This design comes from an exercise in tuning for small area, a short achievable clock period and few clock cycles per item on the open sky130 flow, not from production work. At most, simulation tests tie the RTL to the original design; equivalence was not proved.

==> run a: inputs <==
// ntt_core
module ntt_core (
    input  logic        clk,
    input  logic        reset,
    input  logic        load_w,
    input  logic        load_data,
    input  logic        start,
    input  logic [13:0] din,
    output logic        done,
    output logic [13:0] dout
);
export LEC_CHECK = 0
export CAP_MARGIN = 20
export CORE_MARGIN = 2
export CORE_UTILIZATION = 55
export CTS_BUF_LIST = sky130_fd_sc_hd__clkbuf_8
export SETUP_SLACK_MARGIN = 3.0
export SLEW_MARGIN = 20
create_clock -name core_clock -period 7.0 [get_ports {clk}]
run.sh (not shown) runs the stock make flow with config.mk's settings and CLKGATE_MAP_FILE= SYNTH_SCRIPT=/design/flow/synth_recipe.tcl, a recipe that flattens the netlist after the stock synthesis.
==> run b: changes against run a <==
Settings changed: CORE_UTILIZATION 55 to 40, SETUP_SLACK_MARGIN 3.0 to 4.0.
==> run c: changes against run a <==
Settings changed: CORE_UTILIZATION 55 to 40, CTS_CLUSTER_DIAMETER set to 50, CTS_CLUSTER_SIZE set to 20.
==> flow_metrics.tcl <==
set metrics [dict create \
    tap_cells 1176 \
    final_area_um2 47700 \
    met3_length_um 3970 \
    worstPathRequired_ns 7.64 \
    clock_insertion_delay_worst_skew_ns 0.78 \
    area_delta_synth_final_pct 30.5 \
    post-cts-setup-buffers 241 \
    multi_input_area_share_pct 48.2 \
    status "no timing/DRC/antenna violations" \
    grtUsageMet1_pct 28.0 \
]
[end of results for run b]
==> flow_metrics.tcl <==
set metrics [dict create \
    final_area_um2 44600 \
    tap_cells 864 \
    post-cts-setup-buffers 137 \
    status "no timing/DRC/antenna violations" \
    multi_input_area_share_pct 48.0 \
    area_delta_synth_final_pct 22.2 \
    grtUsageMet1_pct 40.9 \
]
[end of results for run a]
==> flow_metrics.tcl <==
set metrics [dict create \
    status "no timing/DRC/antenna violations" \
    multi_input_area_share_pct 48.4 \
    dp_hpwl_um 64100 \
    grt_max_degree 38 \
    clock_insertion_delay_worst_skew_ns 0.72 \
    post-cts-setup-buffers 157 \
    grtUsageMet1_pct 26.8 \
    tap_cells 1176 \
    worstPathRequired_ns 7.59 \
    met3_length_um 4520 \
    synth_flop_cell "dfxtp_1" \
    area_delta_synth_final_pct 20.3 \
]
[end of results for run c]
Testbench counts of run a, summed over its fixed seeds: cycles 7,952, transforms 192.
Testbench counts of run b, summed over its fixed seeds: cycles 7,952, transforms 192.
Testbench counts of run c, summed over its fixed seeds: cycles 7,952, transforms 192.


==> inputs of v32 <==
ntt_core, a different RTL version from the one above (not shown whole).
==> module mod_mult, before the edit <==
module mod_mult (
    input  logic        clk,
    input  logic [13:0] a,
    input  logic [13:0] b,
    output logic [13:0] p
);
    logic [13:0] a_r;
    logic [13:0] b_r;
    logic [27:0] s_r;      
    logic [27:0] c_r;
    logic [13:0] hi_r;     
    logic [13:0] m_r;      
    logic [27:0] s_n;
    logic [27:0] c_n;
    logic [27:0] prod;
    logic [13:0] m;
    logic [14:0] x;
    logic [1:0]  c;
    logic [14:0] t;
    logic [14:0] tq;
    mul_csa csa_i (.a(a_r), .b(b_r), .s(s_n), .c(c_n));
    always_comb begin
        prod = s_r + c_r;
        m    = {2'(prod[1:0] * 2'd3), 12'd0} - prod[13:0];
        x    = {1'b0, m_r} + {1'b0, 2'(m_r[1:0] * 2'd3), 12'd0};
        c    = 2'(x != 15'd0) + 2'(x > 15'd16384);
        t    = {1'b0, hi_r} + {3'b0, m_r[13:2]} + {2'b0, m_r[13:1]} + 15'(m_r[1] & m_r[0]) + 15'(c);
        tq   = {1'b0, hi_r} + {3'b0, m_r[13:2]} + {2'b0, m_r[13:1]} + 15'(m_r[1] & m_r[0]) + 15'(c) + 15'd20479;
    end
    always_ff @(posedge clk) begin
        a_r  <= a;
        b_r  <= b;
        s_r  <= s_n;
        c_r  <= c_n;
        hi_r <= prod[27:14];
        m_r  <= m;
        p    <= tq[14] ? t[13:0] : tq[13:0];
    end
endmodule
==> module mod_addsub, before the edit <==
module mod_addsub (
    input  logic [13:0] a,
    input  logic [13:0] b,
    input  logic        sub,
    output logic [13:0] y
);
    logic [14:0] bb;
    logic [14:0] s;
    logic [14:0] t;
    always_comb begin
        bb = ({1'b0, b} ^ {15{sub}}) + 15'(sub);
        s  = {1'b0, a} + bb;
        t  = {1'b0, a} + bb + (sub ? 15'd12289 : 15'd20479);
        if (sub) y = s[14] ? t[13:0] : s[13:0];
        else     y = t[14] ? s[13:0] : t[13:0];
    end
endmodule
==> module mod_add, before the edit <==
module mod_add (
    input  logic [13:0] a,
    input  logic [13:0] b,
    output logic [13:0] y
);
    logic [14:0] s;
    logic [14:0] t;
    always_comb begin
        s = {1'b0, a} + {1'b0, b};
        t = {1'b0, a} + {1'b0, b} + 15'd20479;
        y = t[14] ? s[13:0] : t[13:0];
    end
endmodule
==> module mod_sub, before the edit <==
module mod_sub (
    input  logic [13:0] a,
    input  logic [13:0] b,
    output logic [13:0] y
);
    logic [14:0] s;
    logic [14:0] t;
    always_comb begin
        s = {1'b0, a} - {1'b0, b};
        t = {1'b0, a} - {1'b0, b} + 15'd12289;
        y = s[14] ? t[13:0] : s[13:0];
    end
endmodule
Settings: LEC_CHECK=0, CAP_MARGIN=20, CORE_MARGIN=2, CORE_UTILIZATION=40, CTS_BUF_LIST=sky130_fd_sc_hd__clkbuf_8, SETUP_SLACK_MARGIN=3.0, SLEW_MARGIN=20; clock period 7.0 ns.
==> v8: changes against v32 <==
--- a/flow/design.v
+++ b/flow/design.v
@@ -13,20 +13,20 @@
     output logic [13:0] head2,
     output logic [13:0] head3
 );
     logic [13:0] l0 [0:3];
     logic [13:0] l1 [0:3];
     logic [13:0] l2 [0:3];
     logic [13:0] l3 [0:3];
     always_ff @(posedge clk) begin
-        l0[0] <= wr_lane[0] ? wr_data : l0[1]; l0[1] <= l0[2]; l0[2] <= l0[3]; l0[3] <= l0[0];
-        l1[0] <= wr_lane[1] ? wr_data : l1[1]; l1[1] <= l1[2]; l1[2] <= l1[3]; l1[3] <= l1[0];
-        l2[0] <= wr_lane[2] ? wr_data : l2[1]; l2[1] <= l2[2]; l2[2] <= l2[3]; l2[3] <= l2[0];
-        l3[0] <= wr_lane[3] ? wr_data : l3[1]; l3[1] <= l3[2]; l3[2] <= l3[3]; l3[3] <= l3[0];
+        l0[0] <= l0[1]; l0[1] <= wr_lane[0] ? wr_data : l0[2]; l0[2] <= l0[3]; l0[3] <= l0[0];
+        l1[0] <= l1[1]; l1[1] <= wr_lane[1] ? wr_data : l1[2]; l1[2] <= l1[3]; l1[3] <= l1[0];
+        l2[0] <= l2[1]; l2[1] <= wr_lane[2] ? wr_data : l2[2]; l2[2] <= l2[3]; l2[3] <= l2[0];
+        l3[0] <= l3[1]; l3[1] <= wr_lane[3] ? wr_data : l3[2]; l3[2] <= l3[3]; l3[3] <= l3[0];
     end
     assign head0 = l0[0];
     assign head1 = l1[0];
     assign head2 = l2[0];
     assign head3 = l3[0];
 endmodule
 `timescale 1ns/1ps
 module twiddle_ram (
@@ -849,56 +849,48 @@
         S_RUN
     } state_t;
     state_t      state;
     logic [3:0]  seq;
     logic [3:0]  twk;      
     logic [1:0]  hcol;     
     logic [4:0]  k;        
     logic [4:0]  kn;       
-    logic        spec;     
-    logic        ready;
     logic        go;
-    logic        go_spec;
-    logic        cmd_start;
-    logic        commit;
-    logic        abort;
-    assign cmd_start = start && !load_w && !load_data;
-    assign ready     = (hcol == 2'd1) && (twk >= 4'd13);
-    assign go_spec   = (state == S_LDATA) && (seq == 4'd14) && ready;
-    assign commit    = spec && (state == S_IDLE) && cmd_start;
-    assign abort     = spec && (state == S_IDLE) && !cmd_start;
-    assign go        = ready && !spec && (((state == S_IDLE) && cmd_start) || (state == S_WAIT));
-    assign kn        = (go || go_spec) ? 5'd1 :
-                       (abort ? 5'd0 : (((k != 5'd0) && (k != 5'd25)) ? k + 5'd1 : 5'd0));
+    logic        ready;
+    logic [13:0] din_r;
+    logic        ldv_r;
+    logic [1:0]  ldl_r;
+    assign ready = (hcol == 2'd1) && (twk >= 4'd13);
+    assign go    = ready && (((state == S_IDLE) && start && !load_w && !load_data) || (state == S_WAIT));
+    assign kn    = go ? 5'd1 : (((k != 5'd0) && (k != 5'd25)) ? k + 5'd1 : 5'd0);
     always_ff @(posedge clk or posedge reset) begin
         if (reset) begin
             state <= S_IDLE;
             seq   <= '0;
             twk   <= 4'd15;
             hcol  <= '0;
             k     <= '0;
-            spec  <= 1'b0;
+            ldv_r <= 1'b0;
+            ldl_r <= '0;
         end else begin
             hcol  <= hcol + 2'd1;
             k     <= kn;
+            ldv_r <= (state == S_LDATA);
+            ldl_r <= seq[3:2];
             if (twk != 4'd15) twk <= twk + 4'd1;
-            if (go_spec) spec <= 1'b1;
-            if (state == S_IDLE) spec <= 1'b0;
             case (state)
                 S_IDLE: begin
                     seq <= '0;
-                    if (commit) begin
-                        state <= S_RUN;
-                    end else if (load_w) begin
+                    if (load_w) begin
                         state <= S_LTW;
                         twk   <= '0;
                     end else if (load_data) begin
                         state <= S_LDATA;
-                        hcol  <= 2'd3;
+                        hcol  <= 2'd1;
                     end else if (start) begin
                         state <= go ? S_RUN : S_WAIT;
                     end
                 end
                 S_LTW: begin
                     seq <= seq + 4'd1;
                     if (seq == 4'd7) state <= S_IDLE;
                 end
@@ -920,29 +912,31 @@
     logic       s2_sub;
     logic       s2_swap;   
     logic       s2_bu2;    
     logic       d_wr;
     logic       z_mult;
     logic       rb_hi;     
     logic       en_r1;
     logic       en_r0;
+    logic       en_r3;
     logic       f_hi;      
     logic       f_r3h;
     logic       f_sub;
     logic       out_en;
     always_ff @(posedge clk) begin
         s1_sub  <= (kn >= 5'd8) && (kn <= 5'd15);
         s2_sub  <= ((kn >= 5'd5) && (kn <= 5'd8)) || (kn >= 5'd13);
         s2_swap <= (kn == 5'd15);
         s2_bu2  <= (kn <= 5'd8);
         d_wr    <= (kn >= 5'd4) && (kn <= 5'd7);
         rb_hi   <= kn[1];
         en_r1   <= (kn[1:0] == 2'd3);
         en_r0   <= (kn[1:0] == 2'd1);
+        en_r3   <= (kn[1:0] == 2'd0);
         f_hi    <= kn[1] ^ 1'b1;       
         f_r3h   <= (kn[1:0] == 2'd1);
         f_sub   <= kn[0];
         out_en  <= (kn >= 5'd10) && (kn <= 5'd25);
         case (kn)
             5'd9, 5'd10, 5'd11, 5'd13, 5'd14, 5'd15, 5'd17, 5'd18, 5'd19: z_mult <= 1'b1;
             default: z_mult <= 1'b0;
         endcase
@@ -965,23 +959,26 @@
             5'd12:   tw_sel = 3'd2;   
             5'd14:   tw_sel = 3'd2;   
             5'd15:   tw_sel = 3'd4;   
             5'd16:   tw_sel = 3'd0;   
             default: tw_sel = 3'd3;   
         endcase
         if (conv) tw_sel = 3'd7;
     end
+    always_ff @(posedge clk) begin
+        din_r <= din;
+    end
     logic [13:0] h0, h1, h2, h3;
     logic [3:0]  wr_lane;
-    assign wr_lane = (state == S_LDATA) ? (4'b0001 << seq[3:2]) : 4'b0000;
+    assign wr_lane = ldv_r ? (4'b0001 << ldl_r) : 4'b0000;
     coef_regfile rf_i (
         .clk    (clk),
         .wr_lane(wr_lane),
-        .wr_data(din),
+        .wr_data(din_r),
         .head0  (h0),
         .head1  (h1),
         .head2  (h2),
         .head3  (h3)
     );
     logic [13:0] u1, u2;
     logic [13:0] u1_n, u2_n, u3_n;
     mod_addsub s1a_i (.a(h0), .b(h2), .sub(s1_sub), .y(u1_n));
@@ -1048,23 +1045,25 @@
     logic [13:0] r0, r1, r2, r3h;
     assign rb_a = rb_hi ? zd2 : zd1;
     assign rb_b = rb_hi ? z : zd3;
     mod_add rba_i (.a(rb_a), .b(rb_b), .y(rb_s));
     mod_sub rbs_i (.a(rb_a), .b(rb_b), .y(rb_d));
     always_ff @(posedge clk) begin
         if (en_r1) begin
             r1    <= rb_s;
+            t_row <= rb_d;
         end
-        t_row <= rb_d;
         if (en_r0) begin
             r0 <= rb_s;
             r2 <= rb_d;
         end
-        r3h <= mp;
+        if (en_r3) begin
+            r3h <= mp;
+        end
     end
     logic [13:0] fa, fb, fy;
     assign fa = f_hi ? r2 : r0;
     assign fb = f_hi ? (f_r3h ? r3h : mp) : r1;
     mod_addsub fin_i (.a(fa), .b(fb), .sub(f_sub), .y(fy));
     always_ff @(posedge clk or posedge reset) begin
         if (reset) begin
             done <= 1'b0;
CTS_BUF_LIST = not set   (was sky130_fd_sc_hd__clkbuf_8)
==> v6: changes against v32 <==
--- a/flow/design.v
+++ b/flow/design.v
@@ -72,24 +72,30 @@
     logic [27:0] s_n;
     logic [27:0] c_n;
     logic [27:0] prod;
     logic [13:0] m;
     logic [14:0] x;
     logic [1:0]  c;
     logic [14:0] t;
     logic [14:0] tq;
+    logic [14:0] tx, ty, ux, uy;
     mul_csa csa_i (.a(a_r), .b(b_r), .s(s_n), .c(c_n));
     always_comb begin
         prod = s_r + c_r;
         m    = {2'(prod[1:0] * 2'd3), 12'd0} - prod[13:0];
         x    = {1'b0, m_r} + {1'b0, 2'(m_r[1:0] * 2'd3), 12'd0};
         c    = 2'(x != 15'd0) + 2'(x > 15'd16384);
-        t    = {1'b0, hi_r} + {3'b0, m_r[13:2]} + {2'b0, m_r[13:1]} + 15'(m_r[1] & m_r[0]) + 15'(c);
-        tq   = {1'b0, hi_r} + {3'b0, m_r[13:2]} + {2'b0, m_r[13:1]} + 15'(m_r[1] & m_r[0]) + 15'(c) + 15'd20479;
+        tx   = {1'b0, hi_r} ^ {3'b0, m_r[13:2]} ^ {2'b0, m_r[13:1]};
+        ty   = {(({1'b0, hi_r} & {3'b0, m_r[13:2]}) | ({1'b0, hi_r} & {2'b0, m_r[13:1]}) |
+                 ({3'b0, m_r[13:2]} & {2'b0, m_r[13:1]})), 1'b0};
+        ux   = tx ^ ty ^ 15'd20479;
+        uy   = {((tx & ty) | (tx & 15'd20479) | (ty & 15'd20479)), 1'b0};
+        t    = tx + ty + 15'(m_r[1] & m_r[0]) + 15'(c);
+        tq   = ux + uy + 15'(m_r[1] & m_r[0]) + 15'(c);
     end
     always_ff @(posedge clk) begin
         a_r  <= a;
         b_r  <= b;
         s_r  <= s_n;
         c_r  <= c_n;
         hi_r <= prod[27:14];
         m_r  <= m;
@@ -790,47 +796,61 @@
     input  logic [13:0] a,
     input  logic [13:0] b,
     input  logic        sub,
     output logic [13:0] y
 );
     logic [14:0] bb;
     logic [14:0] s;
     logic [14:0] t;
+    logic [14:0] k;
+    logic [14:0] cx;
+    logic [14:0] cy;
     always_comb begin
-        bb = ({1'b0, b} ^ {15{sub}}) + 15'(sub);
-        s  = {1'b0, a} + bb;
-        t  = {1'b0, a} + bb + (sub ? 15'd12289 : 15'd20479);
+        bb = {1'b0, b} ^ {15{sub}};
+        k  = sub ? 15'd12290 : 15'd20479;
+        cx = {1'b0, a} ^ bb ^ k;
+        cy = ({1'b0, a} & bb) | ({1'b0, a} & k) | (bb & k);
+        s  = {1'b0, a} + bb + 15'(sub);
+        t  = cx + {cy[13:0], 1'b0};
         if (sub) y = s[14] ? t[13:0] : s[13:0];
         else     y = t[14] ? s[13:0] : t[13:0];
     end
 endmodule
 module mod_add (
     input  logic [13:0] a,
     input  logic [13:0] b,
     output logic [13:0] y
 );
     logic [14:0] s;
     logic [14:0] t;
+    logic [14:0] cx;
+    logic [14:0] cy;
     always_comb begin
+        cx = {1'b0, a} ^ {1'b0, b} ^ 15'd20479;
+        cy = ({1'b0, a} & {1'b0, b}) | ({1'b0, a} & 15'd20479) | ({1'b0, b} & 15'd20479);
         s = {1'b0, a} + {1'b0, b};
-        t = {1'b0, a} + {1'b0, b} + 15'd20479;
+        t = cx + {cy[13:0], 1'b0};
         y = t[14] ? s[13:0] : t[13:0];
     end
 endmodule
 module mod_sub (
     input  logic [13:0] a,
     input  logic [13:0] b,
     output logic [13:0] y
 );
     logic [14:0] s;
     logic [14:0] t;
+    logic [14:0] cx;
+    logic [14:0] cy;
     always_comb begin
-        s = {1'b0, a} - {1'b0, b};
-        t = {1'b0, a} - {1'b0, b} + 15'd12289;
+        cx = {1'b0, a} ^ {1'b1, ~b} ^ 15'd12290;
+        cy = ({1'b0, a} & {1'b1, ~b}) | ({1'b0, a} & 15'd12290) | ({1'b1, ~b} & 15'd12290);
+        s = {1'b0, a} + {1'b1, ~b} + 15'd1;
+        t = cx + {cy[13:0], 1'b0};
         y = s[14] ? t[13:0] : s[13:0];
     end
 endmodule
 `timescale 1ns/1ps
 `timescale 1ns/1ps
 module ntt_core (
     input  logic        clk,
     input  logic        reset,
==> notes.md <==
v6 completed without violations. v32 went through all stages and came out clean. v8 finished with timing, DRC and antenna clean. Wire length: v32 is higher than v8 (about 2.6%). Between v32 and v8, the lower die area is in v32 (gap 1.8%, measured against v8). The highest core utilization belongs to v32, the lowest to v6. In v6 the first-iteration DRC count is larger than in v8, by 49%.
==> figures <==
Post-route clock skew: v32 0.0316 ns; v8 0.0224 ns; v6 0.0580 ns
Effective utilization at floorplan: v32 40.4%; v8 40.5%; v6 40.2%
Total number of cells along the worst setup path: v32 25; v8 25; v6 22
Total via count in the routed design: v32 25500; v8 24900; v6 28400
Maximum number of pins on one net before global-route repair: v32 35; v8 37; v6 43
Run status: v32 no timing/DRC/antenna violations; v8 no timing/DRC/antenna violations; v6 no timing/DRC/antenna violations
Count of plain and timing-repair buffers: v32 241; v8 179; v6 130
Synthesized-area fraction occupied by and/or/nand/nor cells: v32 12.2%; v8 12.3%; v6 11.9%
Mean instance size in the synthesized netlist: v32 10.5 um^2; v8 10.6 um^2; v6 10.1 um^2
Final cell area excluding filler cells: v32 44200 um^2; v8 43800 um^2; v6 46400 um^2
Via-to-Cell Ratio: v32 5.12; v8 5.01; v6 5.07
Testbench counts of v6, summed over its fixed seeds: cycles 7,952, transforms 192.
No functional check of the RTL was part of v32 and v8.

port drivers added, routing unchanged:
How much do the figures lean on ideal ports? The routed layouts below were timed once more, with nothing changed but the port constraints.
Step 1: set_driving_cell puts a clkbuf_16 on clk and a buf_2 on each other input, an assumption about the parent block.
Step 2, shift: input delay + t, output delay - t, t = (earliest + latest rising clock arrival at the registers) / 2. This alone moves slack from input paths to output paths.
Slacks: ideal / step 1 / step 2; pairs: ideal / step 1.
| run | shift t [ns] | setup WS [ns] | worst register clock-pin slew, ns | worst data-port slew with drivers (ns) | cell pins on the clock port's net |
|---|---|---|---|---|---|
| run a | 0.800 | 2.596 / 2.596 / 2.596 | 0.07 / 0.07 | 0.12 | 1 |
| run b | 0.798 | 2.622 / 2.622 / 2.622 | 0.08 / 0.08 | 0.10 | 1 |
| run c | 0.746 | 2.490 / 2.490 / 2.490 | 0.11 / 0.11 | 0.10 | 1 |
| v32 | 0.783 | 1.639 / 1.639 / 1.639 | 0.07 / 0.07 | 0.09 | 1 |
| v8 | 0.698 | 1.787 / 1.787 / 1.787 | 0.07 / 0.07 | 0.04 | 1 |
| v6 | 0.785 | 2.532 / 2.532 / 2.532 | 0.07 / 0.07 | 0.05 | 1 |
After both steps every run listed still meets setup and hold.
